Source: an optimization exercise on an open RTL-to-GDS flow (aim: small area, a short achievable clock period and few clock cycles per item). Production flows keep margins and buffers that such runs may drop. Function was checked by simulation only, so behaviour that the tests miss may differ from the original. No activity file was given, so power comes from the tool's default toggle rates. The clock port is modelled as an ideal driver; clocking choices that lean on that would not hold on a real chip.

==> flow/design.v <==
package neural_pkg;
  typedef logic signed [15:0] sample_t;
  typedef logic signed [31:0] mua_t;
  typedef logic [5:0] ch_t;
  typedef logic signed [7:0] coeff_t;
  localparam int FIR_TAPS = 4;
  localparam logic [FIR_TAPS*8-1:0] FIR_COEFFS = {
    -8'sd2,
    -8'sd1,
    8'sd1,
    8'sd2
  };
  localparam int RES_W = 19;
endpackage
module sync_fifo #(
  parameter int WIDTH = 23,
  parameter int DEPTH = 16
) (
  input  logic             bus_clk,
  input  logic             rst_n,
  input  logic [WIDTH-1:0] in_data,
  input  logic             in_valid,
  input  logic             in_next,
  output logic             stall_next,
  output logic [WIDTH-1:0] out_data,
  output logic             out_last,
  output logic             out_valid,
  input  logic             out_ready,
  output logic             overflow
);
  localparam int PW = $clog2(DEPTH);
  localparam int CW = $clog2(DEPTH + 1);
  logic [WIDTH-1:0] pend;
  logic             pend_v;
  logic [WIDTH-1:0] ring [DEPTH];
  logic [CW-1:0] n;
  logic [PW-1:0] twait;
  logic [PW-1:0] hwait;
  logic n_zero;
  logic full;
  logic at_tail;
  logic hold;
  logic ring_wr;
  logic lose;
  logic pend_v_d;
  logic overflow_d;
  logic [WIDTH-1:0] head_d;
  assign n_zero  = (n == '0);
  assign full    = out_valid ? (n == CW'(DEPTH - 1)) : (n == CW'(DEPTH));
  assign at_tail = n_zero || (twait == '0);
  assign lose    = pend_v && full;
  assign hold    = pend_v && !full && !at_tail;
  assign ring_wr = pend_v && at_tail && (n != CW'(DEPTH));
  assign pend_v_d   = hold ? pend_v : in_valid;
  assign overflow_d = overflow || lose;
  assign head_d = n_zero ? pend : ring[DEPTH-1];
  logic          load_c      [2];
  logic          out_valid_c [2];
  logic [CW-1:0] n_c         [2];
  logic [PW-1:0] twait_c     [2];
  logic [PW-1:0] hwait_c     [2];
  logic          stall_c     [2];
  for (genvar r = 0; r < 2; r++) begin : g_ready
    logic head_free;
    logic from_ring;
    logic from_pend;
    logic ring_push;
    logic full_d;
    assign head_free = !out_valid || (r == 1);
    assign from_ring = head_free && !n_zero && (hwait == '0);
    assign from_pend = head_free && n_zero && pend_v;
    assign ring_push = pend_v && !full && !from_pend && at_tail;
    assign load_c[r]      = from_ring || from_pend;
    assign out_valid_c[r] = from_ring || from_pend || (out_valid && (r == 0));
    assign n_c[r]         = ring_push ? (from_ring ? n : n + 1'b1)
                                      : (from_ring ? n - 1'b1 : n);
    assign twait_c[r]     = ring_push ? '0 : twait - 1'b1;
    assign hwait_c[r]     = (ring_push && n_zero) ? PW'(DEPTH - 1) :
                            from_ring             ? '0 : hwait - 1'b1;
    assign full_d     = out_valid_c[r] ? (n_c[r] == CW'(DEPTH - 1))
                                       : (n_c[r] == CW'(DEPTH));
    assign stall_c[r] = (pend_v_d && full_d) || (overflow_d && (in_next || pend_v_d));
  end
  assign stall_next = out_ready ? stall_c[1] : stall_c[0];
  always_ff @(posedge bus_clk) begin
    if (!hold) begin
      pend <= in_data;
    end
  end
  always_ff @(posedge bus_clk) begin
    for (int i = 1; i < DEPTH; i++) begin
      ring[i] <= ring[i-1];
    end
    ring[0] <= ring_wr ? pend : ring[DEPTH-1];
  end
  always_ff @(posedge bus_clk) begin
    if (out_ready ? load_c[1] : load_c[0]) begin
      out_data <= head_d;
      out_last <= (head_d[WIDTH-1:WIDTH-4] == 4'hf);
    end
  end
  always_ff @(posedge bus_clk or negedge rst_n) begin
    if (!rst_n) begin
      pend_v    <= 1'b0;
      n         <= '0;
      twait     <= '0;
      hwait     <= '0;
      out_valid <= 1'b0;
      overflow  <= 1'b0;
    end else begin
      pend_v    <= pend_v_d;
      n         <= out_ready ? n_c[1] : n_c[0];
      twait     <= out_ready ? twait_c[1] : twait_c[0];
      hwait     <= out_ready ? hwait_c[1] : hwait_c[0];
      out_valid <= out_ready ? out_valid_c[1] : out_valid_c[0];
      overflow  <= overflow_d;
    end
  end
endmodule
module fir_bandpass #(
  parameter int NUM_CH = 16
) (
  input  logic                          bus_clk,
  input  logic                          rst_n,
  input  logic [15:0]                   in_data,
  input  logic                          in_valid,
  output logic                          in_ready,
  input  logic                          stall_next,
  output logic                          taken,
  output logic [neural_pkg::RES_W-1:0]  out_data,
  output logic [3:0]                    out_channel,
  output logic                          out_valid
);
  localparam int RES_W = neural_pkg::RES_W;
  logic [3:0]  next_ch;
  logic [3:0]  wait_cnt;
  logic [1:0]  frame;
  logic [3:0]  ch0;
  logic        v0;
  logic [15:0] r1 [NUM_CH];
  logic [15:0] r2 [NUM_CH];
  logic [15:0] r3 [NUM_CH];
  logic [15:0] x1, x2, x3;
  logic [RES_W-2:0] part;
  assign taken = in_valid && in_ready;
  always_ff @(posedge bus_clk or negedge rst_n) begin
    if (!rst_n) begin
      in_ready <= 1'b1;
    end else begin
      in_ready <= (taken || wait_cnt == 4'd1) && !stall_next;
    end
  end
  always_ff @(posedge bus_clk or negedge rst_n) begin
    if (!rst_n) begin
      next_ch  <= '0;
      wait_cnt <= '0;
      frame    <= '0;
      v0       <= 1'b0;
    end else begin
      v0 <= taken;
      if (taken) begin
        next_ch <= next_ch + 1'b1;
        if (next_ch == 4'(NUM_CH - 1) && frame != 2'd3) begin
          frame <= frame + 1'b1;
        end
      end else begin
        wait_cnt <= wait_cnt - 1'b1;
      end
    end
  end
  always_ff @(posedge bus_clk) begin
    for (int i = 1; i < NUM_CH; i++) begin
      r1[i] <= r1[i-1];
      r2[i] <= r2[i-1];
      r3[i] <= r3[i-1];
    end
    if (taken) begin
      r1[0] <= in_data;
      r2[0] <= r1[NUM_CH-1];
      r3[0] <= r2[NUM_CH-1];
    end else begin
      r1[0] <= r1[NUM_CH-1];
      r2[0] <= r2[NUM_CH-1];
      r3[0] <= r3[NUM_CH-1];
    end
  end
  assign x1 = (frame >= 2'd1) ? r1[NUM_CH-1] : '0;
  assign x2 = (frame >= 2'd2) ? r2[NUM_CH-1] : '0;
  assign x3 = (frame >= 2'd3) ? r3[NUM_CH-1] : '0;
  logic signed [RES_W-2:0] p1, p2, p3;
  assign p1 = {{2{x1[15]}}, x1};
  assign p2 = {{2{x2[15]}}, x2};
  assign p3 = {{2{x3[15]}}, x3};
  always_ff @(posedge bus_clk) begin
    ch0  <= next_ch;
    part <= p1 - p2 - (p3 <<< 1);
  end
  logic signed [RES_W-1:0] e0, ep;
  assign e0 = {{3{r1[0][15]}}, r1[0]};
  assign ep = {part[RES_W-2], part};
  assign out_data    = (e0 <<< 1) + ep;
  assign out_channel = ch0;
  assign out_valid   = v0;
endmodule
module neural_filter_top (
  input  logic                bus_clk,
  input  logic                rst_n,
  input  logic [15:0]         sample,
  input  logic                sample_valid,
  output logic                sample_ready,
  output logic [31:0]         mua_data,
  output logic [5:0]          mua_channel,
  output logic                mua_last,
  output logic                mua_valid,
  input  logic                mua_ready,
  output logic                overflow
);
  localparam int NUM_CH    = 16;
  localparam int OUT_DEPTH = 16;
  localparam int RES_W     = neural_pkg::RES_W;
  localparam int WORD_W    = RES_W + 4;
  logic              taken;
  logic              out_stall;
  logic [RES_W-1:0]  fir_data;
  logic [3:0]        fir_channel;
  logic              fir_valid;
  logic [WORD_W-1:0] mua_word;
  fir_bandpass #(
    .NUM_CH (NUM_CH)
  ) fir_band_pass (
    .bus_clk     (bus_clk),
    .rst_n       (rst_n),
    .in_data     (sample),
    .in_valid    (sample_valid),
    .in_ready    (sample_ready),
    .stall_next  (out_stall),
    .taken       (taken),
    .out_data    (fir_data),
    .out_channel (fir_channel),
    .out_valid   (fir_valid)
  );
  sync_fifo #(
    .WIDTH (WORD_W),
    .DEPTH (OUT_DEPTH)
  ) mua_fifo (
    .bus_clk   (bus_clk),
    .rst_n     (rst_n),
    .in_data   ({fir_channel, fir_data}),
    .in_valid  (fir_valid),
    .in_next   (taken),
    .stall_next(out_stall),
    .out_data  (mua_word),
    .out_last  (mua_last),
    .out_valid (mua_valid),
    .out_ready (mua_ready),
    .overflow  (overflow)
  );
  assign mua_data    = {{(32-RES_W){mua_word[RES_W-1]}}, mua_word[RES_W-1:0]};
  assign mua_channel = {2'b00, mua_word[WORD_W-1:RES_W]};
endmodule
==> flow/run.sh <==
#!/bin/bash
# synth_recipe.tcl (not shown) runs the flow's synth.tcl, then flattens the netlist and writes it again
# the make line also repeats each setting of config.mk as NAME=value (left out here)
make -C /OpenROAD-flow-scripts/flow DESIGN_CONFIG=/design/flow/config.mk WORK_HOME=/design/flow/orfs CLKGATE_MAP_FILE= SYNTH_SCRIPT=/design/flow/synth_recipe.tcl finish
==> flow/config.mk <==
export PLATFORM = sky130hd
export DESIGN_NAME = neural_filter_top
export DESIGN_NICKNAME = neural_filter_top
export VERILOG_FILES = /design/flow/design.v
export SDC_FILE = /design/flow/constraint.sdc
export NUM_CORES = 4
export LEC_CHECK = 0
export CAP_MARGIN = 20
export CORE_MARGIN = 2
export CORE_UTILIZATION = 45
export CTS_CLUSTER_DIAMETER = 70
export CTS_CLUSTER_SIZE = 36
export PLACE_DENSITY = 0.6
export SLEW_MARGIN = 20
==> flow/constraint.sdc <==
create_clock -name core_clock -period 14.0 [get_ports {bus_clk}]
set_input_delay 2.8000 -clock core_clock [delete_from_list [all_inputs] [get_ports {bus_clk}]]
set_output_delay 2.8000 -clock core_clock [all_outputs]
set_load 0.01 [all_outputs]
==> results of run 1 <==
routing by layer:
metal,wire [um],part of all wire,GRT usage,vias to the layer above
met1,20400,0.51,0.1646,5973
met5,0,0,0,-
li1,-,-,-,6419
met3,1426,0.036,0.02479,77
met2,16950,0.42,0.1841,184
met4,1169,0.029,0.04104,0
stage by stage:
stage | hold slack (ns) | instances | total power, uW
floorplan | 0.3096 | 1992 | 5449
global placement | 0.3095 | 2876 | 5855
detailed placement | 0.3121 | 2876 | 5906
CTS | 0.3005 | 2954 | 7704
global route | 0.2917 | 2954 | 8015
finish | 0.2962 | 2955 | 7613
sequential cells by signal, summed over array words and instances (netlist names), 2 cells and up:
register,cells
fir_band_pass.ch0,4
fir_band_pass.frame,2
fir_band_pass.next_ch,4
fir_band_pass.part,18
fir_band_pass.r1,256
fir_band_pass.r2,256
fir_band_pass.r3,256
fir_band_pass.wait_cnt,4
mua_fifo.hwait,4
mua_fifo.n,5
mua_fifo.out_data,23
mua_fifo.pend,23
mua_fifo.ring,368
mua_fifo.twait,4
path summary, 6_finish.rpt:
check                                       startpoint  cells after the start  slack [ns]                        to
worst min-delay path              mua_fifo.ring[8][13]                      0        0.30      mua_fifo.ring[9][13]
worst max register to register  fir_band_pass.frame[1]                     15        9.81    fir_band_pass.part[16]
worst min register to register    mua_fifo.ring[8][13]                      0        0.30      mua_fifo.ring[9][13]
worst max-delay path             mua_fifo.out_data[18]                      1        9.38              mua_data[27]
min in group asynchronous                        rst_n                      2        2.54  fir_band_pass.next_ch[2]
max in group asynchronous                        rst_n                      2       11.12    fir_band_pass.in_ready
cells by family after synthesis:
group | Yosys count
buf+inv | 102
xor+xnor | 45
fa+ha+maj | 63
other cells | 1
flops | 1233
compound gates | 112
simple gates | 408
mux | 27
power by group:
group / switching, uW / total, uW / internal (uW)
sequential: 280 / 4660 / 4380
combinational: 660 / 1160 / 497
clock: 1070 / 1790 / 723
placed cells by master (no fill, tap or decap), types with 4 or more instances in the layout:
master / synthesis / layout
and2_1: 16 / 16
mux2_2: 24 / 24
or2_2: 6 / 6
fa_1: 17 / 17
nor2_1: 40 / 40
dfrtp_1: 27 / 27
o21ai_0: 26 / 26
edfxtp_1: 47 / 47
a21oi_1: 28 / 27
ha_1: 46 / 46
nand2_1: 267 / 266
nor2b_1: 21 / 21
inv_1: 56 / 55
o21a_1: 7 / 7
or3_1: 4 / 4
xor2_1: 8 / 8
clkbuf_1: 20 / 6
and3_1: 4 / 4
clkbuf_16: 0 / 49
a31o_2: 5 / 5
xnor2_1: 37 / 37
clkdlybuf4s50_1: 0 / 59
buf_4: 16 / 7
nor4_1: 4 / 4
nand3_1: 13 / 13
clkinv_16: 0 / 5
o211ai_1: 6 / 6
a21o_1: 8 / 8
nor3_1: 15 / 15
dfxtp_1: 1158 / 1158
cell type report:
cell class / count / area [sq um] / area share
diodes: 1 / 2.502 / 0.00007573
clock buffers: 56 / 1262 / 0.03821
clock inverters: 22 / 384.1 / 0.01162
inverters: 56 / 210.2 / 0.006361
multi-input cells: 657 / 4164 / 0.1260
flip-flops and latches: 1233 / 25300 / 0.7655
well taps: 864 / 1081 / 0.03272
repair buffers: 66 / 643.1 / 0.01946
==> qor.yml, run 1 <==
run_status:
  status: "finished clean"
job:
  maxCapViolations: 0
drt:
  drt_iter0_drc: 588
  wire_per_inst_um: 13.52
  wirelength_um: 39940
  num_vias: 12650
  drc: 0
  ant_nets: 0
  first_pass_iters: 6
  post_drt_via_cell_ratio: 4.282
synthesis:
  ys_warn_count: 12
  synth_xor_area_frac: 0.01318
  synth_common_cells: "1158 x dfxtp_1, 267 x nand2_1, 56 x inv_1"
  synth.area.mux_share: 0.01004
  yosysTopAreaCell: "dfxtp_1"
  synth_compound_area_frac: 0.02452
  synth_top_family_by_area: "simple AND/OR/NAND/NOR gates"
  ys_ff_latch: 1233
  synth_area_sq_um: 29900
  synthCells: 1991
  yosys_most_used_dff: "dfxtp_1"
  yosys.area_share.adder: 0.03063
  yosysMostFrequentCell: "dfxtp_1"
  syn_area_per_cell_sq_um: 15.02
  async_reset_ff_frac: 0.02271
  synth_cell_type_count: 66
  synthSimpleGateAreaFrac: 0.06005
  synthTopCellsByArea: "dfxtp_1 78%, edfxtp_1 4.7%, nand2_1 3.4%"
  synth_top_area_share: 0.7753
  synth_edf_count: 47
  ys_seq_area_frac: 0.8460
cts:
  clkTransAtPathRegs_ns: 0.12
  cts_buffers: 48
  clock_latency_ns: 0.62
  htreeDepth: 2
  cts_sinks: 1233
  cts_setup_buffers: 0
  ctsHoldBuffers: 0
  clock-root-buffer: "clkbuf_16"
  clock_tree.buffer_depth: 3
  cts_tree: "yes"
  cts-resized-gates: 0
timing:
  setup_violations: 0
  drv_slew: 0
  rsz0062_at_grt: "no"
  tightest_slew_ns: 1.049
  min_period_ns: 4.622
  fin_crit_sh: 0.3301
  fin_ws_ns: 9.378
  fmax_mhz: 216.4
  clock_skew_ns: 0.03436
  hold_viol: 0
  fin_tns_setup_ns: 0
  max-slew-margin-rel: 0.2991
die:
  die_x_um: 261.8
  num_io_pins: 62
  coreArea_sq_um: 65750
  die_h_um: 261.8
  die_area_sq_um: 68530
  initial_core_util: 0.4548
  row_count: 94
worst_hold_path:
  worstHoldPathType: "register to register"
grt:
  antenna_found_initial: 0
  grt_pass1_vias: 12390
  grt_pass1_wl_um: 63710
  grt_usage: 0.1183
  grt-ovfl-total: 0
  grt_start_max_net_pins: 57
place:
  io_buffers: 59
  pre_cts_ws_ns: 9.189
  dp_hpwl_um: 25260
  placed_cell_area_sq_um: 31390
  gp_congestion: 0.8071
setup_path:
  cp_max_fo: 14
  cp-start-kind: "register"
  worst-setup-path-type: "register to output pin"
  worstPathArrival_ns: 1.82
  cp_num_buf_inv: 1
  crit_chain: "clkdlybuf4s50_1"
  cp_slowest_cell: "clkdlybuf4s50_1"
  cpPeakStageDelay_ns: 0.62
  crit_family: "buffers and inverters"
  worstPathRequired_ns: 11.20
  endpoint_kind: "output pin"
pwr:
  leakage_uw: 0.01357
  max-vdd-ir-drop_mv: 0.09339
  power.density_nw_per_um2: 230.4
finish:
  fin_util: 0.5026
  final_nets: 2145
  design_area_sq_um: 33040
  layout-drive-gt1-share: 0.05885
  synthToLayoutAreaGrowth_pct: 10.51
  fillers: 5450
Testbench counts, summed over its fixed seeds: cycles 6,168, items 6,144.
==> inputs of run 2 (changes only) <==
--- a/flow/config.mk
+++ b/flow/config.mk
@@ -9,6 +9,4 @@
 export CORE_MARGIN = 2
 export CORE_UTILIZATION = 45
-export CTS_CLUSTER_DIAMETER = 70
-export CTS_CLUSTER_SIZE = 36
 export PLACE_DENSITY = 0.6
 export SLEW_MARGIN = 20
==> qor.yml, run 2 <==
pwr:
  max-vdd-ir-drop_mv: 0.1087  # was 0.09339 mV
  p_seq_frac: 0.525  # was 0.612
  clkPwrFrac: 0.344  # was 0.236
  p_sw_uw: 2193  # was 2012 uW
  power_frac_comb: 0.130  # was 0.152
  power.density_nw_per_um2: 252.2  # was 230.4 nW/um^2
  p_int_uw: 6699  # was 5601 uW
  sw_frac_of_total: 0.2467  # was 0.2642
  leakage_uw: 0.01469  # was 0.01357 uW
die:
  initial_core_util: 0.4548  # unchanged
  row_count: 94  # unchanged
  die_x_um: 261.8  # unchanged
  num_io_pins: 62  # unchanged
  coreArea_sq_um: 65750  # unchanged
  die_area_sq_um: 68530  # unchanged
  die_h_um: 261.8  # unchanged
synthesis:
  synth.area.mux_share: 0.01004  # unchanged
  synth_xor_area_frac: 0.01318  # unchanged
  synth_area_sq_um: 29900  # unchanged
  yosys.area_share.adder: 0.03063  # unchanged
  synth_compound_area_frac: 0.02452  # unchanged
  synth_cell_type_count: 66  # unchanged
  synth_top_area_share: 0.7753  # unchanged
  synth_top_family_by_area: "simple AND/OR/NAND/NOR gates"  # unchanged
  syn_area_per_cell_sq_um: 15.02  # unchanged
  ys_ff_latch: 1233  # unchanged
  synthSimpleGateAreaFrac: 0.06005  # unchanged
  yosys_most_used_dff: "dfxtp_1"  # unchanged
  synth_common_cells: "1158 x dfxtp_1, 267 x nand2_1, 56 x inv_1"  # unchanged
  ys_warn_count: 12  # unchanged
  synthTopCellsByArea: "dfxtp_1 78%, edfxtp_1 4.7%, nand2_1 3.4%"  # unchanged
  yosysMostFrequentCell: "dfxtp_1"  # unchanged
  yosysTopAreaCell: "dfxtp_1"  # unchanged
  ys_seq_area_frac: 0.8460  # unchanged
  synthCells: 1991  # unchanged
  synth_edf_count: 47  # unchanged
  async_reset_ff_frac: 0.02271  # unchanged
setup_path:
  cpPeakStageDelay_ns: 0.62  # about the same
  crit_chain: "clkdlybuf4s50_1"  # unchanged
  ff2ff_path_depth: 15  # unchanged
  worstPathRequired_ns: 11.20  # about the same
  cp_slowest_cell: "clkdlybuf4s50_1"  # unchanged
  rr_startpoint: "fir_band_pass.frame[1]"  # unchanged
  worstPathArrival_ns: 1.84  # was 1.82 ns
  r2r_slack_ns: 9.84  # was 9.81 ns
  cp-start-kind: "register"  # unchanged
  worst-setup-path-type: "register to output pin"  # unchanged
  timing.rr.end: "fir_band_pass.part[16]"  # unchanged
  cp_num_buf_inv: 1  # unchanged
  crit_family: "buffers and inverters"  # unchanged
  cp_max_fo: 14  # unchanged
  endpoint_kind: "output pin"  # unchanged
drt:
  num_vias: 13120  # was 12650
  wire_per_inst_um: 13.48  # was 13.52 um
  drc: 0  # unchanged
  drt_iter0_drc: 537  # was 588
  ant_nets: 0  # unchanged
  wirelength_um: 41570  # was 39940 um
  first_pass_iters: 5  # was 6
  post_drt_via_cell_ratio: 4.252  # was 4.282
finish:
  largest_register_ffs: 368  # unchanged
  final_nets: 2207  # was 2145
  multi_input_area_sq_um: 4164  # unchanged
  final_common_cell: "dfxtp_1"  # unchanged
  fin_util: 0.5363  # was 0.5026
  final_cell_mix: "1158 x dfxtp_1, 266 x nand2_1, 117 x clkbuf_16"  # was 1158 x dfxtp_1, 266 x nand2_1, 59 x clkdlybuf4s50_1
  seq_area_sq_um: 25300  # unchanged
  synthToLayoutAreaGrowth_pct: 17.92  # was 10.51%
  fillers: 5236  # was 5450
  regMostFlops: "mua_fifo.ring"  # unchanged
  layout-drive-gt1-share: 0.1063  # was 0.05885
cts:
  clkTransAtPathRegs_ns: 0.06  # was 0.12 ns
  cts_setup_buffers: 0  # unchanged
  cts_tree: "yes"  # unchanged
  clock_latency_ns: 0.66  # was 0.62 ns
  clock_tree.buffer_depth: 3  # unchanged
  cts_sinks: 1233  # unchanged
  htreeDepth: 3  # was 2
  clock-root-buffer: "clkbuf_16"  # unchanged
  ctsHoldBuffers: 0  # unchanged
  cts_buffers: 110  # was 48
  cts-resized-gates: 0  # unchanged
place:
  dp_hpwl_um: 25260  # unchanged
  io_buffers: 59  # unchanged
  pre_cts_ws_ns: 9.189  # unchanged
  gp_congestion: 0.8071  # unchanged
worst_hold_path:
  hold_path_depth: 0  # unchanged
  min_to: "fir_band_pass.r1[15][6]"  # was mua_fifo.ring[9][13]
  hp-start: "fir_band_pass.r1[14][6]"  # was mua_fifo.ring[8][13]
  worstHoldPathType: "register to register"  # unchanged
timing:
  tightest_slew_ns: 1.016  # was 1.049 ns
  fin_crit_sh: 0.3314  # was 0.3301
  fin_ws_ns: 9.361  # was 9.378 ns
  fin_tns_setup_ns: 0  # unchanged
  fmax_mhz: 215.6  # was 216.4 MHz
  max-slew-margin-rel: 0.3214  # was 0.2991
  rsz0062_at_grt: "no"  # unchanged
  min_period_ns: 4.639  # was 4.622 ns
  clock_skew_ns: 0.02541  # was 0.03436 ns
  drv_slew: 0  # unchanged
  hold_viol: 0  # unchanged
  setup_violations: 0  # unchanged
grt:
  grt_pass1_wl_um: 67320  # was 63710 um
  grt_pass1_vias: 13240  # was 12390
  antenna_found_initial: 0  # unchanged
  grt_usage: 0.1256  # was 0.1183
  grt_start_max_net_pins: 57  # unchanged
  grt-ovfl-total: 0  # unchanged
run_status:
  status: "finished clean"  # unchanged
job:
  maxCapViolations: 0  # unchanged
-- run 2: cell count changes in the layout (fill, tap and decap cells not counted), sizes merged --
cell      before  now
clkbuf        56  160
bufinv         1    9
clkinvlp       1    3
inv           65   66
clkinv        11   26
-- run 2: power groups by stage --
stage | Combinational (uW) | Clock, uW | Sequential (uW)
after CTS | 1170 | 3150 | 4690
after global routing | 1290 | 3300 | 4760
final | 1160 | 3060 | 4670
after global placement | 1130 | 0 | 4730
after floorplan | 823 | 0 | 4630
after detailed placement | 1160 | 0 | 4750
-- run 2: worst max path at each step --
| stage | start | endpoint | slack [ns] | cells after the start |
|---|---|---|---|---|
| floorplan | mua_ready | mua_fifo.out_data[0] | 9.23 | 3 |
| global placement | sample_valid | fir_band_pass.frame[1] | 9.25 | 8 |
| detailed placement | sample_valid | fir_band_pass.frame[1] | 9.19 | 7 |
| CTS | mua_fifo.out_data[18] | mua_data[27] | 9.28 | 1 |
| global route | mua_fifo.out_data[18] | mua_data[27] | 9.22 | 1 |
| finish | mua_fifo.out_data[18] | mua_data[27] | 9.36 | 1 |
-- run 2: logic make-up (layout without fill, tap and decap cells) --
family	after synthesis	count (layout)
DFF	1233	1233
and+or+nand+nor	408	408
AOI/OAI and AO/OA	112	112
buffers and inverters	102	330
adders and majority gates	63	63
xor gates and xnor gates	45	45
muxes	27	27
other	1	3
-- run 2: through the flow --
| stage | instances | area (sq um) | hold WS, ns | power [uW] |
|---|---|---|---|---|
| finish | 3085 | 35260 | 0.3083 | 8893 |
| global route | 3084 | 35260 | 0.3182 | 9347 |
| CTS | 3084 | 35260 | 0.3090 | 9006 |
| detailed placement | 2876 | 31390 | 0.3121 | 5906 |
| global placement | 2876 | 31390 | 0.3095 | 5855 |
| floorplan | 1992 | 29900 | 0.3096 | 5449 |
-- run 2: metal layers --
layer	share of wire	global-route usage	up-vias
li1	-	-	6636
met1	0.50	0.1693	6137
met2	0.43	0.1909	244
met3	0.044	0.02990	99
met4	0.033	0.06171	0
met5	0	0	-
-- run 2: layout make-up --
type / count / share of cell area
inverters: 56 / 0.005962
repair buffers: 66 / 0.01824
multi-input cells: 657 / 0.1181
well taps: 864 / 0.03066
flip-flops and latches: 1233 / 0.7174
diodes: 1 / 0.00007097
clock inverters: 48 / 0.01625
clock buffers: 160 / 0.09329
==> inputs of run 3 (changes only) <==
--- a/flow/config.mk
+++ b/flow/config.mk
@@ -9,4 +9,6 @@
 export CORE_MARGIN = 2
 export CORE_UTILIZATION = 45
+export CTS_CLUSTER_DIAMETER = 80
+export CTS_CLUSTER_SIZE = 30
 export PLACE_DENSITY = 0.6
 export SLEW_MARGIN = 20
==> qor.yml, run 3 <==
run_status:
  status: "finished clean"  # unchanged
grt:
  grt_pass1_vias: 12350  # was 13240
  grt_usage: 0.1181  # was 0.1256
  grt-ovfl-total: 0  # unchanged
  grt_pass1_wl_um: 63720  # was 67320 um
  grt_start_max_net_pins: 57  # unchanged
  antenna_found_initial: 0  # unchanged
timing:
  tightest_slew_ns: 1.036  # was 1.016 ns
  drv_slew: 0  # unchanged
  rsz0062_at_grt: "no"  # unchanged
  fin_tns_setup_ns: 0  # unchanged
  clock_skew_ns: 0.02777  # was 0.02541 ns
  fin_crit_sh: 0.3299  # was 0.3314
  setup_violations: 0  # unchanged
  hold_viol: 0  # unchanged
  max-slew-margin-rel: 0.3079  # was 0.3214
  min_period_ns: 4.619  # was 4.639 ns
  fmax_mhz: 216.5  # was 215.6 MHz
setup_path:
  r2r_slack_ns: 9.83  # was 9.84 ns
  worst-setup-path-type: "register to output pin"  # unchanged
  cp_max_fo: 14  # unchanged
  endpoint_kind: "output pin"  # unchanged
  endpoint: "mua_data[27]"  # unchanged
  crit_family: "buffers and inverters"  # unchanged
  crit_chain: "clkdlybuf4s50_1"  # unchanged
  ff2ff_path_depth: 15  # unchanged
  startpoint: "mua_fifo.out_data[18]"  # unchanged
  cp.depth: 1  # unchanged
  timing.rr.end: "fir_band_pass.part[16]"  # unchanged
  cp-start-kind: "register"  # unchanged
  cp_num_buf_inv: 1  # unchanged
  cpPeakStageDelay_ns: 0.62  # about the same
  cp_slowest_cell: "clkdlybuf4s50_1"  # unchanged
  rr_startpoint: "fir_band_pass.frame[1]"  # unchanged
  worstPathArrival_ns: 1.82  # was 1.84 ns
  worstPathRequired_ns: 11.20  # about the same
cts:
  cts-resized-gates: 0  # unchanged
  cts_buffers: 49  # was 110
  clock-root-buffer: "clkbuf_16"  # unchanged
  clkTransAtPathRegs_ns: 0.10  # was 0.06 ns
  clock_latency_ns: 0.62  # was 0.66 ns
  ctsHoldBuffers: 0  # unchanged
  cts_tree: "yes"  # unchanged
  htreeDepth: 2  # was 3
  clock_tree.buffer_depth: 3  # unchanged
  cts_setup_buffers: 0  # unchanged
  cts_sinks: 1233  # unchanged
synthesis:
  synth_edf_count: 47  # unchanged
  synth_area_sq_um: 29900  # unchanged
  synthTopCellsByArea: "dfxtp_1 78%, edfxtp_1 4.7%, nand2_1 3.4%"  # unchanged
  synth_common_cells: "1158 x dfxtp_1, 267 x nand2_1, 56 x inv_1"  # unchanged
  synth_cell_type_count: 66  # unchanged
  ys_warn_count: 12  # unchanged
  ys_seq_area_frac: 0.8460  # unchanged
  yosysTopAreaCell: "dfxtp_1"  # unchanged
  syn_area_per_cell_sq_um: 15.02  # unchanged
  yosysMostFrequentCell: "dfxtp_1"  # unchanged
  async_reset_ff_frac: 0.02271  # unchanged
  synthCells: 1991  # unchanged
  yosys_most_used_dff: "dfxtp_1"  # unchanged
  synth_top_area_share: 0.7753  # unchanged
  ys_ff_latch: 1233  # unchanged
worst_hold_path:
  hold_path_depth: 0  # unchanged
  worstHoldPathType: "register to register"  # unchanged
pwr:
  max-vdd-ir-drop_mv: 0.09922  # was 0.1087 mV
  leakage_uw: 0.01348  # was 0.01469 uW
  power_uw: 7499  # was 8893 uW
  power.density_nw_per_um2: 228.3  # was 252.2 nW/um^2
drt:
  drc: 0  # unchanged
  num_vias: 12640  # was 13120
  wirelength_um: 39730  # was 41570 um
  drt_iter0_drc: 522  # was 537
  ant_nets: 0  # unchanged
  first_pass_iters: 7  # was 5
  post_drt_via_cell_ratio: 4.283  # was 4.252
  wire_per_inst_um: 13.47  # was 13.48 um
finish:
  layout-drive-gt1-share: 0.05276  # was 0.1063
  largest_register_ffs: 368  # unchanged
  fin_util: 0.4996  # was 0.5363
  final_cell_mix: "1158 x dfxtp_1, 266 x nand2_1, 59 x clkdlybuf4s50_1"  # was 1158 x dfxtp_1, 266 x nand2_1, 117 x clkbuf_16
  synthToLayoutAreaGrowth_pct: 9.850  # was 17.92%
  fillers: 5453  # was 5236
  final_nets: 2146  # was 2207
  final_common_cell: "dfxtp_1"  # unchanged
  regMostFlops: "mua_fifo.ring"  # unchanged
die:
  num_io_pins: 62  # unchanged
  die_h_um: 261.8  # unchanged
  initial_core_util: 0.4548  # unchanged
  coreArea_sq_um: 65750  # unchanged
  die_area_sq_um: 68530  # unchanged
  die_x_um: 261.8  # unchanged
  row_count: 94  # unchanged
place:
  io_buffers: 59  # unchanged
  dp_hpwl_um: 25260  # unchanged
  gp_congestion: 0.8071  # unchanged
job:
  maxCapViolations: 0  # unchanged
==> run 3: cell counts after synthesis <==
Identical to the previous run, type by type.
==> run 3: worst min-delay path by stage <==
stage | slack [ns] | end | from
2_1_floorplan | 0.31 | fir_band_pass.r1[10][0] | fir_band_pass.r1[9][0]
3_3_place_gp | 0.31 | fir_band_pass.r2[11][2] | fir_band_pass.r2[10][2]
3_5_place_dp | 0.31 | fir_band_pass.r2[2][3] | fir_band_pass.r2[1][3]
4_1_cts | 0.30 | fir_band_pass.r2[14][7] | fir_band_pass.r2[13][7]
5_1_grt | 0.31 | fir_band_pass.r2[14][7] | fir_band_pass.r2[13][7]
6_report | 0.31 | fir_band_pass.r1[7][10] | fir_band_pass.r1[6][10]
==> run 3: metrics by stage <==
stage	cells	setup slack (ns)	cell area [sq um]	hold WS (ns)
final	2950	9.381	32850	0.3137
after CTS	2949	9.295	32840	0.3032
after global routing	2949	9.232	32840	0.3076
after floorplan	1992	9.231	29900	0.3096
after global placement	2876	9.247	31390	0.3095
after detailed placement	2876	9.189	31390	0.3121
==> run 3: layout make-up <==
| class | count | area (sq um) | area share |
|---|---|---|---|
| diodes | 1 | 2.502 | 0.00007618 |
| clock buffers | 65 | 1318 | 0.04011 |
| clock inverters | 8 | 132.6 | 0.004038 |
| inverters | 56 | 210.2 | 0.006400 |
| multi-input cells | 657 | 4164 | 0.1268 |
| flip-flops and latches | 1233 | 25300 | 0.7701 |
| well taps | 864 | 1081 | 0.03291 |
| repair buffers | 66 | 643.1 | 0.01958 |
==> run 3: where the power goes <==
part / total (uW) / switching, uW / internal (uW)
Clock: 1680 / 995 / 684
Sequential: 4660 / 280 / 4380
Combinational: 1160 / 661 / 497
==> run 3: routing by layer <==
| layer | GRT usage | routed length (um) | vias up |
|---|---|---|---|
| met5 | 0 | 0 | - |
| met4 | 0.04688 | 1250 | 0 |
| met3 | 0.02103 | 1305 | 91 |
| met2 | 0.1803 | 16760 | 170 |
| met1 | 0.1674 | 20420 | 5951 |
| li1 | - | - | 6423 |
==> run 3: cells by family (layout without fill, tap and decap cells) <==
family / count (synthesis) / after routing / synth area share
other: 1 / 3 / 0.0001254
AOI/OAI and AO/OA: 112 / 112 / 0.02452
xor gates and xnor gates: 45 / 45 / 0.01318
and+or+nand+nor: 408 / 408 / 0.06005
buffers and inverters: 102 / 195 / 0.01548
DFF: 1233 / 1233 / 0.8460
adders and majority gates: 63 / 63 / 0.03063
muxes: 27 / 27 / 0.01004
==> inputs of run 4 (changes only) <==
==> flow/flow/run.sh (new file) <==
#!/bin/bash
# Layout with the standard ORFS flow (standard.sh: standard synthesis,
# floorplan, power grid, placement, CTS, routing), changing only how it
# optimises:
#  - ports are buffered with buf_4 rather than the default buffer cell
#  - CTS clusters up to 30 sinks within 80 um and adds no dummy loads
#  - repair_timing works towards a setup slack of SETUP_SLACK_MARGIN
# The clock period and constraints are the standard flow's, unchanged.
set -euo pipefail
export BUFFER_PORTS_ARGS="-buffer_cell sky130_fd_sc_hd__buf_4"
export CTS_ARGS="-sink_clustering_enable -repair_clock_nets -sink_clustering_size 30 -sink_clustering_max_diameter 80 -dont_use_dummy_load"
export SETUP_SLACK_MARGIN=10
bash standard.sh finish > standard_flow.log 2>&1
==> flow/standard.sh (new file) <==
#!/bin/bash
# synth_recipe.tcl (not shown) runs the flow's synth.tcl, then flattens the netlist and writes it again
# the make line also repeats each setting of config.mk as NAME=value (left out here)
make -C /OpenROAD-flow-scripts/flow DESIGN_CONFIG=/design/flow/config.mk WORK_HOME=/design/flow/orfs CLKGATE_MAP_FILE= SYNTH_SCRIPT=/design/flow/synth_recipe.tcl "${@:-finish}"
--- a/flow/config.mk
+++ b/flow/config.mk
@@ -9,6 +9,4 @@
 export CORE_MARGIN = 2
 export CORE_UTILIZATION = 45
-export CTS_CLUSTER_DIAMETER = 80
-export CTS_CLUSTER_SIZE = 30
 export PLACE_DENSITY = 0.6
 export SLEW_MARGIN = 20
removed: flow/run.sh
==> qor.yml, run 4 <==
run_status:
  status: "finished clean"  # unchanged
timing:
  clock_skew_ns: 0.04511  # was 0.02777 ns
  fin_tns_setup_ns: 0  # unchanged
  drv_slew: 0  # unchanged
  whs_ns: 0.2910  # was 0.3137 ns
  max-slew-margin-rel: 0.3339  # was 0.3079
  setup_violations: 0  # unchanged
  rsz0062_at_grt: "yes"  # was no
  hold_viol: 0  # unchanged
  fmax_mhz: 242.7  # was 216.5 MHz
  tightest_slew_ns: 0.9971  # was 1.036 ns
  min_period_ns: 4.120  # was 4.619 ns
  fin_crit_sh: 0.2943  # was 0.3299
cts:
  ctsHoldBuffers: 0  # unchanged
  cts_sinks: 1233  # unchanged
  clock_latency_ns: 0.61  # was 0.62 ns
  clkTransAtPathRegs_ns: 0.10  # about the same
  clock_tree.buffer_depth: 3  # unchanged
  clock-root-buffer: "clkbuf_16"  # unchanged
  cts_tree: "yes"  # unchanged
  cts_buffers: 49  # unchanged
  htreeDepth: 2  # unchanged
synthesis:
  synth_area_sq_um: 29900  # unchanged
  yosys_most_used_dff: "dfxtp_1"  # unchanged
  synthTopCellsByArea: "dfxtp_1 78%, edfxtp_1 4.7%, nand2_1 3.4%"  # unchanged
  synth_xor_area_frac: 0.01318  # unchanged
  async_reset_ff_frac: 0.02271  # unchanged
  synth_top_area_share: 0.7753  # unchanged
  synth.area.mux_share: 0.01004  # unchanged
  yosys.area_share.adder: 0.03063  # unchanged
  synth_edf_count: 47  # unchanged
  ys_ff_latch: 1233  # unchanged
  synth_compound_area_frac: 0.02452  # unchanged
  ys_seq_area_frac: 0.8460  # unchanged
  synth_cell_type_count: 66  # unchanged
  synth_top_family_by_area: "simple AND/OR/NAND/NOR gates"  # unchanged
  synthCells: 1991  # unchanged
  syn_area_per_cell_sq_um: 15.02  # unchanged
  ys_warn_count: 12  # unchanged
  synth_common_cells: "1158 x dfxtp_1, 267 x nand2_1, 56 x inv_1"  # unchanged
  synthSimpleGateAreaFrac: 0.06005  # unchanged
  yosysMostFrequentCell: "dfxtp_1"  # unchanged
  yosysTopAreaCell: "dfxtp_1"  # unchanged
finish:
  regMostFlops: "mua_fifo.ring"  # unchanged
  synthToLayoutAreaGrowth_pct: 9.177  # was 9.850%
  final_cell_mix: "1158 x dfxtp_1, 266 x nand2_1, 54 x inv_1"  # was 1158 x dfxtp_1, 266 x nand2_1, 59 x clkdlybuf4s50_1
  final_common_cell: "dfxtp_1"  # unchanged
  design_area_sq_um: 32650  # was 32850 sq um
  largest_register_ffs: 368  # unchanged
  final_nets: 2152  # was 2146
  fin_util: 0.4965  # was 0.4996
  layout-drive-gt1-share: 0.08176  # was 0.05276
place:
  gp_congestion: 0.8109  # was 0.8071
  io_buffers: 59  # unchanged
  placed_cell_area_sq_um: 31230  # was 31390 sq um
  dp_hpwl_um: 25260  # about the same
setup_path:
  cp-start-kind: "register"  # unchanged
  rr_startpoint: "fir_band_pass.frame[0]"  # was fir_band_pass.frame[1]
  cp_slowest_cell: "edfxtp_1"  # was clkdlybuf4s50_1
  cp_num_buf_inv: 2  # was 1
  cpPeakStageDelay_ns: 0.42  # was 0.62 ns
  crit_chain: "buf_12 -> buf_4"  # was clkdlybuf4s50_1
  startpoint: "mua_fifo.out_data[18]"  # unchanged
  cp_max_fo: 14  # unchanged
  worstPathArrival_ns: 1.32  # was 1.82 ns
  worstPathRequired_ns: 11.20  # about the same
  crit_family: "flip-flops"  # was buffers and inverters
  worst-setup-path-type: "register to output pin"  # unchanged
  endpoint_kind: "output pin"  # unchanged
grt:
  grt_usage: 0.1183  # was 0.1181
  grt-ovfl-total: 0  # unchanged
  antenna_found_initial: 3  # was 0
  grt_pass1_vias: 12360  # was 12350
  grt_start_max_net_pins: 57  # unchanged
  grt_pass1_wl_um: 63890  # was 63720 um
drt:
  ant_nets: 0  # unchanged
  first_pass_iters: 7  # unchanged
  wirelength_um: 40130  # was 39730 um
  post_drt_via_cell_ratio: 4.298  # was 4.283
  drc: 0  # unchanged
  num_vias: 12610  # was 12640
  wire_per_inst_um: 13.68  # was 13.47 um
  drt_iter0_drc: 597  # was 522
pwr:
  max-vdd-ir-drop_mv: 0.09786  # was 0.09922 mV
  power_uw: 7383  # was 7499 uW
  power.density_nw_per_um2: 226.1  # was 228.3 nW/um^2
  leakage_uw: 0.01350  # was 0.01348 uW
die:
  num_io_pins: 62  # unchanged
  die_h_um: 261.8  # unchanged
  row_count: 94  # unchanged
  coreArea_sq_um: 65750  # unchanged
  die_area_sq_um: 68530  # unchanged
  initial_core_util: 0.4548  # unchanged
  die_x_um: 261.8  # unchanged
job:
  maxCapViolations: 0  # unchanged
worst_hold_path:
  worstHoldPathType: "register to register"  # unchanged
  hp-start: "fir_band_pass.r1[1][15]"  # was fir_band_pass.r1[6][10]
## run 4: cell counts after synthesis
No cell type changed its count.
## run 4: repair_timing
item | 4_1_cts | 5_1_grt
setup endpoints to repair | 36 | 38
resized for setup | 15 | 9
buffers inserted | 7 | 2
## run 4: final cells by class
type / count / area (sq um)
Fill cell: 5474 / 33100
Sequential cell: 1233 / 25300
Multi-Input combinational cell: 657 / 4182
Clock buffer: 49 / 1226
Tap cell: 864 / 1081
Timing Repair Buffer: 72 / 633.1
Inverter: 56 / 219.0
Antenna cell: 3 / 7.507
## run 4: metal layers
layer / global-route usage / vias up / part of all wire
met5: 0 / - / 0
met4: 0.04230 / 0 / 0.028
met3: 0.02074 / 66 / 0.035
met2: 0.1836 / 170 / 0.44
met1: 0.1673 / 5957 / 0.50
li1: - / 6417 / -
## run 4: worst register-to-register path, stage by stage (launching register included)
cell and delay [ns]:
dfrtp_1 0.39, inv_1 0.09, ha_1 0.22, nor2_1 0.15
buf_6 0.15, nor2b_1 0.07, fa_1 0.53, inv_1 0.04
ha_1 0.34, nor2b_1 0.15, o21ai_0 0.22, a21boi_0 0.16
o21a_1 0.22, o22a_1 0.23, a31o_2 0.27, o41ai_2 0.31
xnor2_1 0.16
## run 4: final timing paths
check                      slack, ns  depth (start not counted)                      end
hold reg to reg                 0.29                          0  fir_band_pass.r1[2][15]
setup reg to reg               10.24                         16   fir_band_pass.part[16]
min in group asynchronous       2.09                          1        mua_fifo.twait[0]
hold / removal                  0.29                          0  fir_band_pass.r1[2][15]
setup / recovery                9.88                          2             mua_data[25]
max in group asynchronous      11.54                          1   fir_band_pass.in_ready
## run 4: kinds of logic after synthesis
kind of cell,count (synthesis)
AND/OR/NAND/NOR,408
other,1
buffers and inverters,102
AO/OA/AOI/OAI,112
multiplexers,27
flip-flops,1233
adder cells (fa/ha/maj),63
XOR/XNOR,45
## run 4: where the power goes
group	switching (uW)	internal, uW
Clock	943	630
Combinational	644	492
Sequential	290	4380
Total	1880	5510
## run 4: metrics by stage
step / cells / worst slack [ns]
2_1_floorplan: 1992 / 10.02
5_1_grt: 2931 / 9.784
6_report: 2934 / 9.880
3_3_place_gp: 2873 / 9.053
3_5_place_dp: 2873 / 9.042
4_1_cts: 2929 / 9.817
==> inputs of run 5 (changes only) <==
--- a/flow/design.v
+++ b/flow/design.v
@@ -14,23 +14,27 @@
 endpackage
 module sync_fifo #(
-  parameter int WIDTH = 23,
-  parameter int DEPTH = 16
+  parameter int DATA_W = 19,
+  parameter int DEPTH  = 16
 ) (
-  input  logic             bus_clk,
-  input  logic             rst_n,
-  input  logic [WIDTH-1:0] in_data,
-  input  logic             in_valid,
-  input  logic             in_next,
-  output logic             stall_next,
-  output logic [WIDTH-1:0] out_data,
-  output logic             out_last,
-  output logic             out_valid,
-  input  logic             out_ready,
-  output logic             overflow
+  input  logic              bus_clk,
+  input  logic              rst_n,
+  input  logic [DATA_W-1:0] in_data,
+  input  logic              in_valid,
+  input  logic [3:0]        pend_ch,
+  input  logic              in_next,
+  output logic              stall_next,
+  output logic [DATA_W-1:0] out_data,
+  output logic [3:0]        out_channel,
+  output logic              out_last,
+  output logic              out_valid,
+  input  logic              out_ready,
+  output logic              overflow
 );
+  localparam int WIDTH = DATA_W + 4;
   localparam int PW = $clog2(DEPTH);
   localparam int CW = $clog2(DEPTH + 1);
-  logic [WIDTH-1:0] pend;
-  logic             pend_v;
+  logic [DATA_W-1:0] pend;
+  logic              pend_v;
+  logic [WIDTH-1:0]  pend_word;
   logic [WIDTH-1:0] ring [DEPTH];
   logic [CW-1:0] n;
@@ -46,4 +50,5 @@
   logic overflow_d;
   logic [WIDTH-1:0] head_d;
+  assign pend_word = {pend_ch, pend};
   assign n_zero  = (n == '0);
   assign full    = out_valid ? (n == CW'(DEPTH - 1)) : (n == CW'(DEPTH));
@@ -54,5 +59,5 @@
   assign pend_v_d   = hold ? pend_v : in_valid;
   assign overflow_d = overflow || lose;
-  assign head_d = n_zero ? pend : ring[DEPTH-1];
+  assign head_d = n_zero ? pend_word : ring[DEPTH-1];
   logic          load_c      [2];
   logic          out_valid_c [2];
@@ -92,10 +97,11 @@
       ring[i] <= ring[i-1];
     end
-    ring[0] <= ring_wr ? pend : ring[DEPTH-1];
+    ring[0] <= ring_wr ? pend_word : ring[DEPTH-1];
   end
   always_ff @(posedge bus_clk) begin
     if (out_ready ? load_c[1] : load_c[0]) begin
-      out_data <= head_d;
-      out_last <= (head_d[WIDTH-1:WIDTH-4] == 4'hf);
+      out_data    <= head_d[DATA_W-1:0];
+      out_channel <= head_d[WIDTH-1:DATA_W];
+      out_last    <= (head_d[WIDTH-1:DATA_W] == 4'hf);
     end
   end
@@ -129,5 +135,5 @@
   output logic                          taken,
   output logic [neural_pkg::RES_W-1:0]  out_data,
-  output logic [3:0]                    out_channel,
+  output logic [3:0]                    pend_channel,
   output logic                          out_valid
 );
@@ -136,5 +142,4 @@
   logic [3:0]  wait_cnt;
   logic [1:0]  frame;
-  logic [3:0]  ch0;
   logic        v0;
   logic [15:0] r1 [NUM_CH];
@@ -193,5 +198,4 @@
   assign p3 = {{2{x3[15]}}, x3};
   always_ff @(posedge bus_clk) begin
-    ch0  <= next_ch;
     part <= p1 - p2 - (p3 <<< 1);
   end
@@ -200,5 +204,5 @@
   assign ep = {part[RES_W-2], part};
   assign out_data    = (e0 <<< 1) + ep;
-  assign out_channel = ch0;
+  assign pend_channel = next_ch - (v0 ? 4'd2 : 4'd1);
   assign out_valid   = v0;
 endmodule
@@ -218,43 +222,45 @@
   localparam int NUM_CH    = 16;
   localparam int OUT_DEPTH = 16;
-  localparam int RES_W     = neural_pkg::RES_W;
-  localparam int WORD_W    = RES_W + 4;
+localparam int RES_W     = neural_pkg::RES_W;
   logic              taken;
   logic              out_stall;
   logic [RES_W-1:0]  fir_data;
-  logic [3:0]        fir_channel;
+  logic [3:0]        pend_channel;
   logic              fir_valid;
-  logic [WORD_W-1:0] mua_word;
+  logic [RES_W-1:0]  mua_res;
+  logic [3:0]        mua_ch;
   fir_bandpass #(
     .NUM_CH (NUM_CH)
   ) fir_band_pass (
+    .bus_clk      (bus_clk),
+    .rst_n        (rst_n),
+    .in_data      (sample),
+    .in_valid     (sample_valid),
+    .in_ready     (sample_ready),
+    .stall_next   (out_stall),
+    .taken        (taken),
+    .out_data     (fir_data),
+    .pend_channel (pend_channel),
+    .out_valid    (fir_valid)
+  );
+  sync_fifo #(
+    .DATA_W (RES_W),
+    .DEPTH  (OUT_DEPTH)
+  ) mua_fifo (
     .bus_clk     (bus_clk),
     .rst_n       (rst_n),
-    .in_data     (sample),
-    .in_valid    (sample_valid),
-    .in_ready    (sample_ready),
+    .in_data     (fir_data),
+    .in_valid    (fir_valid),
+    .pend_ch     (pend_channel),
+    .in_next     (taken),
     .stall_next  (out_stall),
-    .taken       (taken),
-    .out_data    (fir_data),
-    .out_channel (fir_channel),
-    .out_valid   (fir_valid)
+    .out_data    (mua_res),
+    .out_channel (mua_ch),
+    .out_last    (mua_last),
+    .out_valid   (mua_valid),
+    .out_ready   (mua_ready),
+    .overflow    (overflow)
   );
-  sync_fifo #(
-    .WIDTH (WORD_W),
-    .DEPTH (OUT_DEPTH)
-  ) mua_fifo (
-    .bus_clk   (bus_clk),
-    .rst_n     (rst_n),
-    .in_data   ({fir_channel, fir_data}),
-    .in_valid  (fir_valid),
-    .in_next   (taken),
-    .stall_next(out_stall),
-    .out_data  (mua_word),
-    .out_last  (mua_last),
-    .out_valid (mua_valid),
-    .out_ready (mua_ready),
-    .overflow  (overflow)
-  );
-  assign mua_data    = {{(32-RES_W){mua_word[RES_W-1]}}, mua_word[RES_W-1:0]};
-  assign mua_channel = {2'b00, mua_word[WORD_W-1:RES_W]};
+  assign mua_data    = {{(32-RES_W){mua_res[RES_W-1]}}, mua_res};
+  assign mua_channel = {2'b00, mua_ch};
 endmodule
--- a/flow/flow/run.sh
+++ b/flow/flow/run.sh
@@ -10,4 +10,4 @@
 export BUFFER_PORTS_ARGS="-buffer_cell sky130_fd_sc_hd__buf_4"
 export CTS_ARGS="-sink_clustering_enable -repair_clock_nets -sink_clustering_size 30 -sink_clustering_max_diameter 80 -dont_use_dummy_load"
-export SETUP_SLACK_MARGIN=10
+export SETUP_SLACK_MARGIN=10.6
 bash standard.sh finish > standard_flow.log 2>&1
--- a/flow/config.mk
+++ b/flow/config.mk
@@ -9,4 +9,6 @@
 export CORE_MARGIN = 2
 export CORE_UTILIZATION = 45
+export CTS_CLUSTER_DIAMETER = 80
+export CTS_CLUSTER_SIZE = 30
 export PLACE_DENSITY = 0.6
 export SLEW_MARGIN = 20
==> qor.yml, run 5 <==
finish:
  fin_cells: 2975  # was 2934
  final_nets: 2196  # was 2152
  layout-drive-gt1-share: 0.1077  # was 0.08176
  final_common_cell: "dfxtp_1"  # unchanged
  final_cell_mix: "1154 x dfxtp_1, 263 x nand2_1, 59 x buf_4"  # was 1158 x dfxtp_1, 266 x nand2_1, 54 x inv_1
  largest_register_ffs: 368  # unchanged
  fillers: 5463  # was 5474
  regMostFlops: "mua_fifo.ring"  # unchanged
  synthToLayoutAreaGrowth_pct: 11.27  # was 9.177%
die:
  die_x_um: 261.4  # was 261.8 um
  coreArea_sq_um: 65630  # was 65750 sq um
  num_io_pins: 62  # unchanged
  die_area_sq_um: 68340  # was 68530 sq um
  die_h_um: 261.4  # was 261.8 um
  initial_core_util: 0.4544  # was 0.4548
  row_count: 94  # unchanged
timing:
  setup_violations: 0  # unchanged
  fin_crit_sh: 0.2957  # was 0.2943
  hold_viol: 0  # unchanged
  whs_ns: 0.2502  # was 0.2910 ns
  max-slew-margin-rel: 0.4219  # was 0.3339
  min_period_ns: 4.140  # was 4.120 ns
  fin_tns_setup_ns: 0  # unchanged
  tightest_slew_ns: 0.8672  # was 0.9971 ns
  clock_skew_ns: 0.06485  # was 0.04511 ns
  rsz0062_at_grt: "yes"  # unchanged
  fmax_mhz: 241.6  # was 242.7 MHz
  drv_slew: 0  # unchanged
synthesis:
  synth_top_family_by_area: "simple AND/OR/NAND/NOR gates"  # unchanged
  async_reset_ff_frac: 0.02286  # was 0.02271
  synthCells: 2007  # was 1991
  synth_common_cells: "1154 x dfxtp_1, 265 x nand2_1, 60 x inv_1"  # was 1158 x dfxtp_1, 267 x nand2_1, 56 x inv_1
  ys_warn_count: 12  # unchanged
  synth_compound_area_frac: 0.02585  # was 0.02452
  ys_seq_area_frac: 0.8416  # was 0.8460
  yosysMostFrequentCell: "dfxtp_1"  # unchanged
  synth_edf_count: 43  # was 47
  synthSimpleGateAreaFrac: 0.06197  # was 0.06005
  syn_area_per_cell_sq_um: 14.86  # was 15.02 sq um
  yosysTopAreaCell: "dfxtp_1"  # unchanged
  ys_ff_latch: 1225  # was 1233
  yosys_most_used_dff: "dfxtp_1"  # unchanged
  synth_xor_area_frac: 0.01263  # was 0.01318
  yosys.area_share.adder: 0.03222  # was 0.03063
  synth_cell_type_count: 64  # was 66
  synth_top_area_share: 0.7747  # was 0.7753
  synth.area.mux_share: 0.009776  # was 0.01004
  synthTopCellsByArea: "dfxtp_1 77%, edfxtp_1 4.3%, nand2_1 3.3%"  # was dfxtp_1 78%, edfxtp_1 4.7%, nand2_1 3.4%
  synth_area_sq_um: 29820  # was 29900 sq um
place:
  io_buffers: 59  # unchanged
  dpl.cell_count: 2886  # was 2873
  gp_congestion: 0.8458  # was 0.8109
  dp_hpwl_um: 25660  # was 25260 um
pwr:
  power.density_nw_per_um2: 211.4  # was 226.1 nW/um^2
  leakage_uw: 0.01360  # was 0.01350 uW
  max-vdd-ir-drop_mv: 0.08228  # was 0.09786 mV
cts:
  cts_tree: "yes"  # unchanged
  clock_tree.buffer_depth: 3  # unchanged
  htreeDepth: 2  # unchanged
  clock_latency_ns: 0.60  # was 0.61 ns
  cts_buffers: 49  # unchanged
  clock-root-buffer: "clkbuf_16"  # unchanged
  cts_sinks: 1225  # was 1233
  clkTransAtPathRegs_ns: 0.10  # about the same
setup_path:
  worstPathRequired_ns: 11.20  # about the same
  r2r_slack_ns: 10.66  # was 10.24 ns
  endpoint_kind: "output pin"  # unchanged
  cp_max_fo: 14  # unchanged
  worstPathArrival_ns: 1.34  # was 1.32 ns
  worst-setup-path-type: "register to output pin"  # unchanged
  cp-start-kind: "register"  # unchanged
grt:
  grt_pass1_vias: 12650  # was 12360
  antenna_found_initial: 1  # was 3
  grt_pass1_wl_um: 66500  # was 63890 um
  grt-ovfl-total: 0  # unchanged
  grt_start_max_net_pins: 55  # was 57
  grt_usage: 0.1247  # was 0.1183
job:
  maxCapViolations: 0  # unchanged
worst_hold_path:
  worstHoldPathType: "register to register"  # unchanged
drt:
  num_vias: 13000  # was 12610
  drc: 0  # unchanged
  drt_iter0_drc: 678  # was 597
  wirelength_um: 43040  # was 40130 um
  post_drt_via_cell_ratio: 4.371  # was 4.298
  ant_nets: 0  # unchanged
  first_pass_iters: 5  # was 7
  wire_per_inst_um: 14.47  # was 13.68 um
run_status:
  status: "finished clean"  # unchanged
[run 5: cell count changes after synthesis, sizes merged, moves of 5 or more]
cell and delta:
o21ai +11, a21oi +9, or2 -5, clkbuf +7, buf -6
[run 5: kinds of logic (layout without fill, tap and decap cells)]
kind of cell | after synthesis | count (layout)
compound gates | 125 | 125
xor+xnor | 43 | 43
fa+ha+maj | 66 | 66
buf+inv | 107 | 204
flops | 1225 | 1225
mux | 26 | 26
other cells | 1 | 5
simple gates | 414 | 417
[run 5: area by class of cell]
class                   instances  area, sq um  share of cell area
diodes                          3        7.507           0.0002263
multi-input cells             679         4657              0.1404
repair inverters                1        8.758           0.0002640
repair buffers                 94        854.6             0.02576
clock buffers                  49         1226             0.03695
flip-flops and latches       1225        25100              0.7564
well taps                     864         1081             0.03258
inverters                      60        247.7            0.007466
[run 5: worst max-delay path, stage by stage (launching register included)]
cell and delay (ns):
edfxtp_1 0.42, buf_12 0.16, buf_4 0.14
[run 5: metrics by stage]
step	utilization	area, sq um	setup slack (ns)	power (uW)
after global placement	0.4753	31190	9.573	5350
after floorplan	-	30050	10.24	5087
final	0.5056	33180	9.860	7013
after detailed placement	0.4753	31190	9.571	5398
after global routing	0.5055	33170	9.778	7371
after CTS	0.5006	32850	9.808	7047
[run 5: layer usage]
| metal | GRT usage | vias to the layer above | routed length, um |
|---|---|---|---|
| li1 | - | 6521 | - |
| met1 | 0.1717 | 6193 | 21170 |
| met2 | 0.2010 | 206 | 19340 |
| met3 | 0.02410 | 83 | 1457 |
| met4 | 0.03614 | 0 | 1065 |
| met5 | 0 | - | 0 |
[run 5: power by group]
group / switching [uW] / internal (uW) / leakage [uW]
Combinational: 529 / 439 / 0.00288
Clock: 942 / 630 / 0.000604
Sequential: 255 / 4220 / 0.0101
[run 5: path summary, 6_finish.rpt]
check,cells after the start,end,from
hold / removal,0,fir_band_pass.r3[5][1],fir_band_pass.r3[4][1]
setup reg to reg,18,fir_band_pass.part[16],fir_band_pass.frame[0]
max in group asynchronous,1,mua_fifo.out_valid,rst_n
hold reg to reg,0,fir_band_pass.r3[5][1],fir_band_pass.r3[4][1]
min in group asynchronous,1,mua_fifo.n[3],rst_n
setup / recovery,2,mua_data[29],mua_fifo.out_data[18]
[run 5: repair_timing]
item / CTS / global route
gates cloned: 3 / 1
pin swaps: 9 / 29
resized for setup: 56 / 40
setup buffers: 16 / 17
hold buffers: 0 / 0
setup endpoints to repair: 81 / 49
Testbench counts of run 5, summed over its fixed seeds: cycles 6,168, items 6,144.
==> inputs of run 6 (changes only) <==
--- a/flow/flow/run.sh
+++ b/flow/flow/run.sh
@@ -10,4 +10,4 @@
 export BUFFER_PORTS_ARGS="-buffer_cell sky130_fd_sc_hd__buf_4"
 export CTS_ARGS="-sink_clustering_enable -repair_clock_nets -sink_clustering_size 30 -sink_clustering_max_diameter 80 -dont_use_dummy_load"
-export SETUP_SLACK_MARGIN=10.6
+export SETUP_SLACK_MARGIN=10
 bash standard.sh finish > standard_flow.log 2>&1
==> qor.yml, run 6 <==
setup_path:
  ff2ff_path_depth: 16  # was 18
  endpoint_kind: "output pin"  # unchanged
  cp_max_fo: 14  # unchanged
  cp-start-kind: "register"  # unchanged
  worst-setup-path-type: "register to output pin"  # unchanged
  cp_slowest_cell: "edfxtp_1"  # unchanged
  worstPathRequired_ns: 11.20  # about the same
  startpoint: "mua_fifo.out_data[18]"  # unchanged
  cp.depth: 2  # unchanged
  r2r_slack_ns: 10.26  # was 10.66 ns
  worstPathArrival_ns: 1.34  # about the same
  crit_chain: "buf_12 -> buf_4"  # unchanged
  rr_startpoint: "fir_band_pass.frame[0]"  # unchanged
  crit_family: "flip-flops"  # unchanged
  timing.rr.end: "fir_band_pass.part[15]"  # was fir_band_pass.part[16]
  cp_num_buf_inv: 2  # unchanged
  cpPeakStageDelay_ns: 0.43  # was 0.42 ns
  endpoint: "mua_data[27]"  # was mua_data[29]
cts:
  htreeDepth: 2  # unchanged
  cts_buffers: 48  # was 49
  cts_sinks: 1225  # unchanged
  ctsHoldBuffers: 0  # unchanged
  clock_tree.buffer_depth: 3  # unchanged
  clock-root-buffer: "clkbuf_16"  # unchanged
  clkTransAtPathRegs_ns: 0.11  # was 0.10 ns
  clock_latency_ns: 0.62  # was 0.60 ns
  cts_tree: "yes"  # unchanged
timing:
  fin_crit_sh: 0.2955  # was 0.2957
  clock_skew_ns: 0.03463  # was 0.06485 ns
  max-slew-margin-rel: 0.2664  # was 0.4219
  fmax_mhz: 241.8  # was 241.6 MHz
  min_period_ns: 4.136  # was 4.140 ns
  fin_tns_setup_ns: 0  # unchanged
  drv_slew: 0  # unchanged
  hold_viol: 0  # unchanged
  rsz0062_at_grt: "yes"  # unchanged
  tightest_slew_ns: 1.092  # was 0.8672 ns
  whs_ns: 0.3051  # was 0.2502 ns
  setup_violations: 0  # unchanged
  fin_ws_ns: 9.864  # was 9.860 ns
grt:
  grt_start_max_net_pins: 54  # was 55
  grt_usage: 0.1218  # was 0.1247
  grt_pass1_wl_um: 65470  # was 66500 um
  grt-ovfl-total: 0  # unchanged
  antenna_found_initial: 2  # was 1
  grt_pass1_vias: 12630  # was 12650
drt:
  drc: 0  # unchanged
  ant_nets: 0  # unchanged
  first_pass_iters: 7  # was 5
  wire_per_inst_um: 13.92  # was 14.47 um
  wirelength_um: 40940  # was 43040 um
  drt_iter0_drc: 742  # was 678
  post_drt_via_cell_ratio: 4.330  # was 4.371
  num_vias: 12740  # was 13000
die:
  coreArea_sq_um: 65630  # unchanged
  die_h_um: 261.4  # unchanged
  die_x_um: 261.4  # unchanged
  num_io_pins: 62  # unchanged
  initial_core_util: 0.4544  # unchanged
  die_area_sq_um: 68340  # unchanged
  row_count: 94  # unchanged
synthesis:
  yosysTopAreaCell: "dfxtp_1"  # unchanged
  syn_area_per_cell_sq_um: 14.86  # unchanged
  synth_xor_area_frac: 0.01263  # unchanged
  synthCells: 2007  # unchanged
  synth_top_family_by_area: "simple AND/OR/NAND/NOR gates"  # unchanged
  ys_seq_area_frac: 0.8416  # unchanged
  synth_cell_type_count: 64  # unchanged
  async_reset_ff_frac: 0.02286  # unchanged
  synthSimpleGateAreaFrac: 0.06197  # unchanged
  yosysMostFrequentCell: "dfxtp_1"  # unchanged
  synth.area.mux_share: 0.009776  # unchanged
  synth_edf_count: 43  # unchanged
  synthTopCellsByArea: "dfxtp_1 77%, edfxtp_1 4.3%, nand2_1 3.3%"  # unchanged
  yosys.area_share.adder: 0.03222  # unchanged
  yosys_most_used_dff: "dfxtp_1"  # unchanged
  synth_compound_area_frac: 0.02585  # unchanged
  ys_warn_count: 12  # unchanged
  synth_common_cells: "1154 x dfxtp_1, 265 x nand2_1, 60 x inv_1"  # unchanged
  synth_top_area_share: 0.7747  # unchanged
  ys_ff_latch: 1225  # unchanged
  synth_area_sq_um: 29820  # unchanged
finish:
  final_nets: 2166  # was 2196
  largest_register_ffs: 368  # unchanged
  fin_util: 0.4959  # was 0.5056
  regMostFlops: "mua_fifo.ring"  # unchanged
  antenna_cells: 0  # was 3
  final_cell_mix: "1154 x dfxtp_1, 263 x nand2_1, 58 x inv_1"  # was 1154 x dfxtp_1, 263 x nand2_1, 59 x buf_4
  final_common_cell: "dfxtp_1"  # unchanged
  fin_cells: 2942  # was 2975
  layout-drive-gt1-share: 0.07700  # was 0.1077
  fillers: 5529  # was 5463
  synthToLayoutAreaGrowth_pct: 9.147  # was 11.27%
job:
  maxCapViolations: 0  # unchanged
worst_hold_path:
  worstHoldPathType: "register to register"  # unchanged
place:
  dp_hpwl_um: 26070  # was 25660 um
  io_buffers: 59  # unchanged
  dpl.cell_count: 2889  # was 2886
  pre_cts_ws_ns: 9.073  # was 9.571 ns
  gp_congestion: 0.8172  # was 0.8458
pwr:
  power.density_nw_per_um2: 212.2  # was 211.4 nW/um^2
  leakage_uw: 0.01340  # was 0.01360 uW
  max-vdd-ir-drop_mv: 0.09808  # was 0.08228 mV
run_status:
  status: "finished clean"  # unchanged
run 6: timing repair:
action                                  CTS  global route
pin swaps                                 0             0
hold endpoints to repair                  0             0
gates resized for setup                  20            18
buffers inserted                          3             2
endpoints found under the setup margin   40            47
run 6: through the flow:
step	instance area [sq um]	total power, uW
final	32550	6906
after global routing	32550	7262
after CTS	32460	6968
after floorplan	29830	5058
after detailed placement	31160	5389
after global placement	31160	5338
run 6: kinds of logic (layout without fill, tap and decap cells):
kind of cell | Yosys count | after routing
xor gates and xnor gates | 43 | 43
adders and majority gates | 66 | 66
and+or+nand+nor | 414 | 414
muxes | 26 | 26
other | 1 | 2
AOI/OAI and AO/OA | 125 | 125
DFF | 1225 | 1225
buffers and inverters | 107 | 177
run 6: worst min path at each step:
stage | startpoint | end | slack (ns) | cells after the start
5_1_grt | fir_band_pass.r3[11][15] | fir_band_pass.r3[12][15] | 0.31 | 0
3_3_place_gp | fir_band_pass.r2[6][2] | fir_band_pass.r2[7][2] | 0.31 | 0
2_1_floorplan | fir_band_pass.r1[9][0] | fir_band_pass.r1[10][0] | 0.31 | 0
3_5_place_dp | fir_band_pass.r1[13][15] | fir_band_pass.r1[14][15] | 0.31 | 0
6_report | fir_band_pass.r3[11][15] | fir_band_pass.r3[12][15] | 0.31 | 0
4_1_cts | fir_band_pass.r1[4][14] | fir_band_pass.r1[5][14] | 0.31 | 0
run 6: layer usage:
metal	global-route usage	vias to the layer above	routed length, um
met5	0	-	0
met4	0.03630	0	991
met3	0.02507	76	1576
met2	0.1912	181	17480
met1	0.1706	6032	20890
li1	-	6451	-
run 6: report_power, final:
part	switching, uW	internal, uW	leakage, uW	total [uW]
logic	491	389	0.00269	880
registers	246	4220	0.0101	4460
clock network	944	618	0.000592	1560
total	1680	5230	0.0134	6910
run 6: layout make-up:
class,instances,area [sq um],share of cell area
inverters,60,236.5,0.007266
well taps,864,1081,0.03321
flip-flops and latches,1225,25100,0.7711
multi-input cells,676,4304,0.1322
repair buffers,69,628.1,0.01930
clock buffers,48,1201,0.03690

## what the ideal ports hide
The flow's constraints put no driver on any port. The routed layouts listed below were extracted and timed again, unchanged, in two steps.
Step 1 sets driving cells, clkbuf_16 on the clock port and buf_2 on the other inputs (assumed; they add their load-dependent delay and slew).
Step 2, shift: input delay + t, output delay - t, t = (earliest + latest rising clock arrival at the registers) / 2. This alone moves slack from input paths to output paths.
a / b / c = ideal / step 1 / step 2; a / b = the first two.
run	t, ns	setup slack, ns	worst setup path after step 2	slew at the worst register clock pin (ns)	worst data-port slew with drivers (ns)
run 1	0.665	9.378 / 9.318 / 9.199	input to register	0.12 / 0.12	0.04
run 2	0.706	9.361 / 9.300 / 9.164	input to register	0.07 / 0.07	0.04
run 3	0.664	9.381 / 9.321 / 9.194	input to register	0.11 / 0.11	0.04
run 4	0.646	9.880 / 9.820 / 9.609	input to register	0.11 / 0.11	0.04
run 5	0.636	9.860 / 9.802 / 10.082	input to register	0.11 / 0.11	0.10
run 6	0.661	9.864 / 9.804 / 9.606	input to register	0.11 / 0.11	0.05
After both steps every run listed still meets setup and hold. For run 4, which loses most, drivers alone change the setup slack by -0.060 ns; drivers and shift together by -0.271 ns.
